Context: an optimization exercise on an open-source flow, tuned for small area, a short achievable clock period and few clock cycles per item. The choices shown serve that exercise and are no tape-out recipe. At most, simulation tests tie the RTL to the original design; equivalence was not proved. Power is estimated from default activity; no workload was simulated.

== lane 1 ==
Design multiword_add_sequencer, start of the top module:
module multiword_add_sequencer (
  input  logic         clk,
  input  logic         rst,
  input  logic         in_valid,
  output logic         in_ready,
  input  logic [255:0] a,
  input  logic [255:0] b,
  input  logic         cin,
  input  logic         sub,
  output logic         out_valid,
  input  logic         out_ready,
  output logic [255:0] sum,
  output logic         cout
);
  localparam int W  = 256;
  localparam int K  = 8;        
  localparam int NB = W / K;    
  localparam int LK = $clog2(K);
  localparam int LB = $clog2(NB);
  logic [W-1:0]  bx, g, p, s0_d;
  logic [NB-1:0] bg, bp;         
  logic [NB:0]   bc_d;           
  assign bx = b ^ {W{sub}};
  assign g  = a & bx;
  assign p  = a ^ bx;
  always_comb begin
    logic [K-1:0] tg, tp;
    for (int j = 0; j < NB; j++) begin
      tg = g[j*K +: K];
      tp = p[j*K +: K];
      if (j == 0) tg[0] = tg[0] | (tp[0] & (sub | cin));
      for (int l = 0; l < LK; l++)
        for (int i = 0; i < K; i++)
          if (i[l]) begin
            tg[i] = tg[i] | (tp[i] & tg[((i >> l) << l) - 1]);
            tp[i] = tp[i] & tp[((i >> l) << l) - 1];
          end
      s0_d[j*K] = p[j*K] ^ ((j == 0) ? (sub | cin) : 1'b0);
      for (int i = 1; i < K; i++) s0_d[j*K+i] = p[j*K+i] ^ tg[i-1];
      bg[j] = tg[K-1];
      bp[j] = tp[K-1];
    end
  end
  always_comb begin
    logic [NB-1:0] tg, tp;
    tg = bg;
    tp = bp;
    for (int l = 0; l < LB; l++)
      for (int i = 0; i < NB; i++)
        if (i[l]) begin
          tg[i] = tg[i] | (tp[i] & tg[((i >> l) << l) - 1]);
          tp[i] = tp[i] & tp[((i >> l) << l) - 1];
        end
    bc_d[0] = 1'b0;
    for (int j = 1; j <= NB; j++) bc_d[j] = tg[j-1];
  end
  logic [W-1:0]  s0_q;
  logic [NB:1]   bc_q;
  logic          valid_q;
  assign in_ready = ~valid_q | out_ready;
  always_ff @(posedge clk or posedge rst) begin
  ...
==> module multiword_add_sequencer, before the edit <==
module multiword_add_sequencer (
  input  logic         clk,
  input  logic         rst,
  input  logic         in_valid,
  output logic         in_ready,
  input  logic [255:0] a,
  input  logic [255:0] b,
  input  logic         cin,
  input  logic         sub,
  output logic         out_valid,
  input  logic         out_ready,
  output logic [255:0] sum,
  output logic         cout
);
  localparam int W  = 256;
  localparam int K  = 8;        
  localparam int NB = W / K;    
  localparam int LK = $clog2(K);
  localparam int LB = $clog2(NB);
  logic [W-1:0]  bx, g, p, s0_d;
  logic [NB-1:0] bg, bp;         
  logic [NB:0]   bc_d;           
  assign bx = b ^ {W{sub}};
  assign g  = a & bx;
  assign p  = a ^ bx;
  always_comb begin
    logic [K-1:0] tg, tp;
    for (int j = 0; j < NB; j++) begin
      tg = g[j*K +: K];
      tp = p[j*K +: K];
      if (j == 0) tg[0] = tg[0] | (tp[0] & (sub | cin));
      for (int l = 0; l < LK; l++)
        for (int i = 0; i < K; i++)
          if (i[l]) begin
            tg[i] = tg[i] | (tp[i] & tg[((i >> l) << l) - 1]);
            tp[i] = tp[i] & tp[((i >> l) << l) - 1];
          end
      s0_d[j*K] = p[j*K] ^ ((j == 0) ? (sub | cin) : 1'b0);
      for (int i = 1; i < K; i++) s0_d[j*K+i] = p[j*K+i] ^ tg[i-1];
      bg[j] = tg[K-1];
      bp[j] = tp[K-1];
    end
  end
  always_comb begin
    logic [NB-1:0] tg, tp;
    tg = bg;
    tp = bp;
    for (int l = 0; l < LB; l++)
      for (int i = 0; i < NB; i++)
        if (i[l]) begin
          tg[i] = tg[i] | (tp[i] & tg[((i >> l) << l) - 1]);
          tp[i] = tp[i] & tp[((i >> l) << l) - 1];
        end
    bc_d[0] = 1'b0;
    for (int j = 1; j <= NB; j++) bc_d[j] = tg[j-1];
  end
  logic [W-1:0]  s0_q;
  logic [NB:1]   bc_q;
  logic          valid_q;
  assign in_ready = ~valid_q | out_ready;
  always_ff @(posedge clk or posedge rst) begin
    if (rst)           valid_q <= 1'b0;
    else if (in_ready) valid_q <= in_valid;
  end
  always_ff @(posedge clk) begin
    if (in_ready) begin
      s0_q <= s0_d;
      bc_q <= bc_d[NB:1];
    end
  end
  always_comb begin
    logic [K-1:0] m;
    for (int i = 0; i < K; i++) sum[i] = s0_q[i];
    for (int j = 1; j < NB; j++) begin
      m = s0_q[j*K +: K];
      for (int l = 0; l < LK; l++)
        for (int i = 0; i < K; i++)
          if (i[l]) m[i] = m[i] & m[((i >> l) << l) - 1];
      sum[j*K] = s0_q[j*K] ^ bc_q[j];
      for (int i = 1; i < K; i++) sum[j*K+i] = s0_q[j*K+i] ^ (bc_q[j] & m[i-1]);
    end
  end
  assign cout      = bc_q[NB];
  assign out_valid = valid_q;
endmodule
Settings: LEC_CHECK=0, ABC_CLOCK_PERIOD_IN_PS=3000, CAP_MARGIN=20, CORE_MARGIN=2, CORE_UTILIZATION=40, SETUP_SLACK_MARGIN=3.2, SLEW_MARGIN=20; clock period 6.5 ns.
standard.sh (not shown) runs the stock make flow with config.mk's settings and CLKGATE_MAP_FILE= SYNTH_SCRIPT=/design/flow/synth_recipe.tcl, a recipe that flattens the netlist after the stock synthesis.
==> flow/flow/run.sh <==
#!/bin/bash
# The standard layout (standard.sh), with every port buffered by the
# smallest buffer cell instead of the one buffer_ports picks by default.
set -euo pipefail
export BUFFER_PORTS_ARGS="-buffer_cell sky130_fd_sc_hd__buf_1"
bash standard.sh > standard.log 2>&1
Looking at the reports, lane 1 completed the entire flow and the layout it produced met the timing, DRC and antenna checks.
Testbench counts of lane 1, summed over its fixed seeds: cycles 1,608, items 1,600.
diff inputs: lane 1 => lane 4
--- a/flow/design.v
+++ b/flow/design.v
@@ -71,17 +71,16 @@
       bc_q <= bc_d[NB:1];
     end
   end
   always_comb begin
-    logic [K-1:0] m;
+    logic m;
     for (int i = 0; i < K; i++) sum[i] = s0_q[i];
     for (int j = 1; j < NB; j++) begin
-      m = s0_q[j*K +: K];
-      for (int l = 0; l < LK; l++)
-        for (int i = 0; i < K; i++)
-          if (i[l]) m[i] = m[i] & m[((i >> l) << l) - 1];
-      sum[j*K] = s0_q[j*K] ^ bc_q[j];
-      for (int i = 1; i < K; i++) sum[j*K+i] = s0_q[j*K+i] ^ (bc_q[j] & m[i-1]);
+      m = bc_q[j];
+      for (int i = 0; i < K; i++) begin
+        sum[j*K+i] = s0_q[j*K+i] ^ m;
+        m = m & s0_q[j*K+i];
+      end
     end
   end
   assign cout      = bc_q[NB];
   assign out_valid = valid_q;
## What came out
Delta (lane 4 minus lane 1): power went up; weighted congestion reported at the end of routability-driven placement shows a reduction of 4.1%.
Comparing lane 4 against lane 1, there is no change at all in number of enable-type register cells in the synthesized netlist.
In lane 4, the mean number of vias per cell came out 0.016 below the value in lane 1.
Lane 4 ended with more cell area than lane 1.
Between lane 4 and lane 1, number of setup buffers added after CTS is lower for lane 1, lane 4 comes in above that.
Lane 4 and lane 1 ended up with nearly the same hold slack.
From lane 1 to lane 4 the numbers moved as follows: non-clock buffer area fraction after layout now larger; final worst-path cycle share went down by 1.8 points.
Only the layout flow was run in lane 4; the RTL was not checked for function there.


## job 104
The RTL this note starts from:
==> flow/design.v <==
package mas_pkg;
  localparam int W = 256;
endpackage
module multiword_add_sequencer (
  input  logic         clk,
  input  logic         rst,
  input  logic         in_valid,
  output logic         in_ready,
  input  logic [255:0] a,
  input  logic [255:0] b,
  input  logic         cin,
  input  logic         sub,
  output logic         out_valid,
  input  logic         out_ready,
  output logic [255:0] sum,
  output logic         cout
);
  localparam int W  = 256;
  localparam int K  = 8;        
  localparam int NB = W / K;    
  localparam int LK = $clog2(K);
  localparam int LB = $clog2(NB);
  logic [W-1:0]  bx, g, p, s0_d;
  logic [NB-1:0] bg, bp;         
  logic [NB:0]   bc_d;           
  assign bx = b ^ {W{sub}};
  assign g  = a & bx;
  assign p  = a ^ bx;
  always_comb begin
    logic [K-1:0] tg, tp;
    for (int j = 0; j < NB; j++) begin
      tg = g[j*K +: K];
      tp = p[j*K +: K];
      if (j == 0) tg[0] = tg[0] | (tp[0] & (sub | cin));
      for (int l = 0; l < LK; l++)
        for (int i = 0; i < K; i++)
          if (i[l]) begin
            tg[i] = tg[i] | (tp[i] & tg[((i >> l) << l) - 1]);
            tp[i] = tp[i] & tp[((i >> l) << l) - 1];
          end
      s0_d[j*K] = p[j*K] ^ ((j == 0) ? (sub | cin) : 1'b0);
      for (int i = 1; i < K; i++) s0_d[j*K+i] = p[j*K+i] ^ tg[i-1];
      bg[j] = tg[K-1];
      bp[j] = tp[K-1];
    end
  end
  always_comb begin
    logic [NB-1:0] tg, tp;
    tg = bg;
    tp = bp;
    for (int l = 0; l < LB; l++)
      for (int i = 0; i < NB; i++)
        if (i[l]) begin
          tg[i] = tg[i] | (tp[i] & tg[((i >> l) << l) - 1]);
          tp[i] = tp[i] & tp[((i >> l) << l) - 1];
        end
    bc_d[0] = 1'b0;
    for (int j = 1; j <= NB; j++) bc_d[j] = tg[j-1];
  end
  logic [W-1:0]  s0_q;
  logic [NB:1]   bc_q;
  logic          valid_q;
  assign in_ready = ~valid_q | out_ready;
  always_ff @(posedge clk or posedge rst) begin
    if (rst)           valid_q <= 1'b0;
    else if (in_ready) valid_q <= in_valid;
  end
  always_ff @(posedge clk) begin
    if (in_ready) begin
      s0_q <= s0_d;
      bc_q <= bc_d[NB:1];
    end
  end
  always_comb begin
    logic [K-1:0] m;
    for (int i = 0; i < K; i++) sum[i] = s0_q[i];
    for (int j = 1; j < NB; j++) begin
      m = s0_q[j*K +: K];
      for (int l = 0; l < LK; l++)
        for (int i = 0; i < K; i++)
          if (i[l]) m[i] = m[i] & m[((i >> l) << l) - 1];
      sum[j*K] = s0_q[j*K] ^ bc_q[j];
      for (int i = 1; i < K; i++) sum[j*K+i] = s0_q[j*K+i] ^ (bc_q[j] & m[i-1]);
    end
  end
  assign cout      = bc_q[NB];
  assign out_valid = valid_q;
endmodule
clock: 6.5 ns
lec_check: 0
abc_area: 1
cap_margin: 20
core_margin: 2
core_utilization: 40
cts_buf_list: sky130_fd_sc_hd__clkbuf_8
cts_cluster_diameter: 100
cts_cluster_size: 12
place_density: 0.8
setup_slack_margin: 2.8
slew_margin: 20
==> flow/flow/run.sh <==
#!/bin/bash
# The standard layout (standard.sh) with two changes:
#  - every port is buffered by the smallest buffer cell instead of the one
#    buffer_ports picks by default;
#  - after the standard synthesis, polfix.py re-chooses the polarity of the
#    full-adder groups so that fewer inverters are needed (combinational
#    cells only; registers untouched), then the layout continues from it.
set -euo pipefail
export BUFFER_PORTS_ARGS="-buffer_cell sky130_fd_sc_hd__buf_1"
R=$PWD/orfs/results/sky130hd/multiword_add_sequencer/base
bash standard.sh "$R/1_2_yosys.v" > synth.log 2>&1
cp "$R/1_2_yosys.v" "$R/1_2_yosys.standard.v"
python3 flow/polfix.py "$R/1_2_yosys.standard.v" "$R/1_2_yosys.v" > polfix.log 2>&1
bash standard.sh > layout.log 2>&1
Other scripts of this flow, unchanged in this note and not shown: flow/flow/polfix.py
Testbench counts of job 104, summed over its fixed seeds: cycles 1,608, items 1,600.
Setup changes, job 104 to job 101
==> flow/design.v <==
package mas_pkg;
  localparam int W = 256;
endpackage
module multiword_add_sequencer (
  input  logic         clk,
  input  logic         rst,
  input  logic         in_valid,
  output logic         in_ready,
  input  logic [255:0] a,
  input  logic [255:0] b,
  input  logic         cin,
  input  logic         sub,
  output logic         out_valid,
  input  logic         out_ready,
  output logic [255:0] sum,
  output logic         cout
);
  localparam int W  = 256;
  localparam int K  = 8;        
  localparam int NB = W / K;    
  localparam int LK = $clog2(K);
  localparam int LB = $clog2(NB);
  logic [W-1:0]  bx, g, p, s0_d;
  logic [NB-1:0] bg, bp;         
  logic [NB:0]   bc_d;           
  assign bx = b ^ {W{sub}};
  assign g  = a & bx;
  assign p  = a ^ bx;
  logic [W-1:0] lg, lp;           
  always_comb begin
    logic [K-1:0] tg, tp;
    for (int j = 0; j < NB; j++) begin
      tg = g[j*K +: K];
      tp = p[j*K +: K];
      if (j == 0) tg[0] = tg[0] | (tp[0] & (sub | cin));
      for (int l = 0; l < LK; l++)
        for (int i = 0; i < K; i++)
          if (i[l]) begin
            tg[i] = tg[i] | (tp[i] & tg[((i >> l) << l) - 1]);
            tp[i] = tp[i] & tp[((i >> l) << l) - 1];
          end
      lg[j*K +: K] = tg;
      lp[j*K +: K] = tp;
      bg[j] = tg[K-1];
      bp[j] = tp[K-1];
    end
  end
  always_comb begin
    logic [NB-1:0] tg, tp;
    tg = bg;
    tp = bp;
    for (int l = 0; l < LB; l++)
      for (int i = 0; i < NB; i++)
        if (i[l]) begin
          tg[i] = tg[i] | (tp[i] & tg[((i >> l) << l) - 1]);
          tp[i] = tp[i] & tp[((i >> l) << l) - 1];
        end
    bc_d[0] = 1'b0;
    for (int j = 1; j <= NB; j++) bc_d[j] = tg[j-1];
  end
  always_comb begin
    logic c;
    s0_d[0] = p[0] ^ (sub | cin);
    for (int j = 0; j < NB; j++)
      for (int i = 0; i < K; i++)
        if (j*K+i > 0) begin
          if (i == 0) c = bc_d[j];
          else        c = lg[j*K+i-1] | (lp[j*K+i-1] & bc_d[j]);
          s0_d[j*K+i] = p[j*K+i] ^ c;
        end
  end
  logic [W-1:0]  s_q;
  logic          c_q;
  logic          valid_q;
  assign in_ready = ~valid_q | out_ready;
  always_ff @(posedge clk or posedge rst) begin
    if (rst)           valid_q <= 1'b0;
    else if (in_ready) valid_q <= in_valid;
  end
  always_ff @(posedge clk) begin
    if (in_ready) begin
      s_q <= s0_d;
      c_q <= bc_d[NB];
    end
  end
  assign sum = s_q;
  assign cout      = c_q;
  assign out_valid = valid_q;
endmodule
--- outcome ---
Combinational share of power: job 101 vs job 104 up 5.3 points. Job 101 ended with less setup slack than job 104. Diff job 104 -> job 101 | fraction of standard cell area that is sequential | decrease of 4.7 points. On final clock period utilization by the worst path, the higher figure sits with job 101, not job 104. [job 101] sum of internal, switching and leakage power rose about 1.3% relative to job 104. A end point of the critical path of s_q[185] is what job 101 shows, while sum[183] belongs to job 104. Diff job 101..job 104 | final-layout clock-cell area share | negligible.
For job 101, only the layout was checked, not whether the RTL still works.

[afterwards: timing with drivers on the ports]
The results above use ideal ports. As a check the final layouts listed here were re-extracted and re-timed, cells and wires unchanged.
Step 1 sets driving cells, clkbuf_16 on the clock port and buf_2 on the other inputs (assumed; they add their load-dependent delay and slew).
Step 2 times the ports against the registers' clock, not the clock port: input delays grow and output delays shrink by t, the midpoint of the rising clock arrivals with the driver on.
a / b / c = no drivers / after step 1 / after step 2; a / b = the first two.
run	t (ns)	setup slack, ns	hold slack, ns	clock arrival spread, ns
lane 1	0.615	2.007 / 1.924 / 1.309	0.528 / 0.490 / 1.045	0.036 / 0.036
lane 4	0.619	2.125 / 1.985 / 1.366	0.526 / 0.488 / 1.042	0.034 / 0.034
job 104	0.677	2.905 / 2.809 / 2.132	0.460 / 0.432 / 1.068	0.021 / 0.021
job 101	0.706	2.656 / 2.406 / 1.700	0.445 / 0.407 / 0.951	0.035 / 0.035
After both steps every run listed still meets setup and hold. For job 101, which loses most, drivers alone change the setup slack by -0.250 ns; drivers and shift together by -0.956 ns.
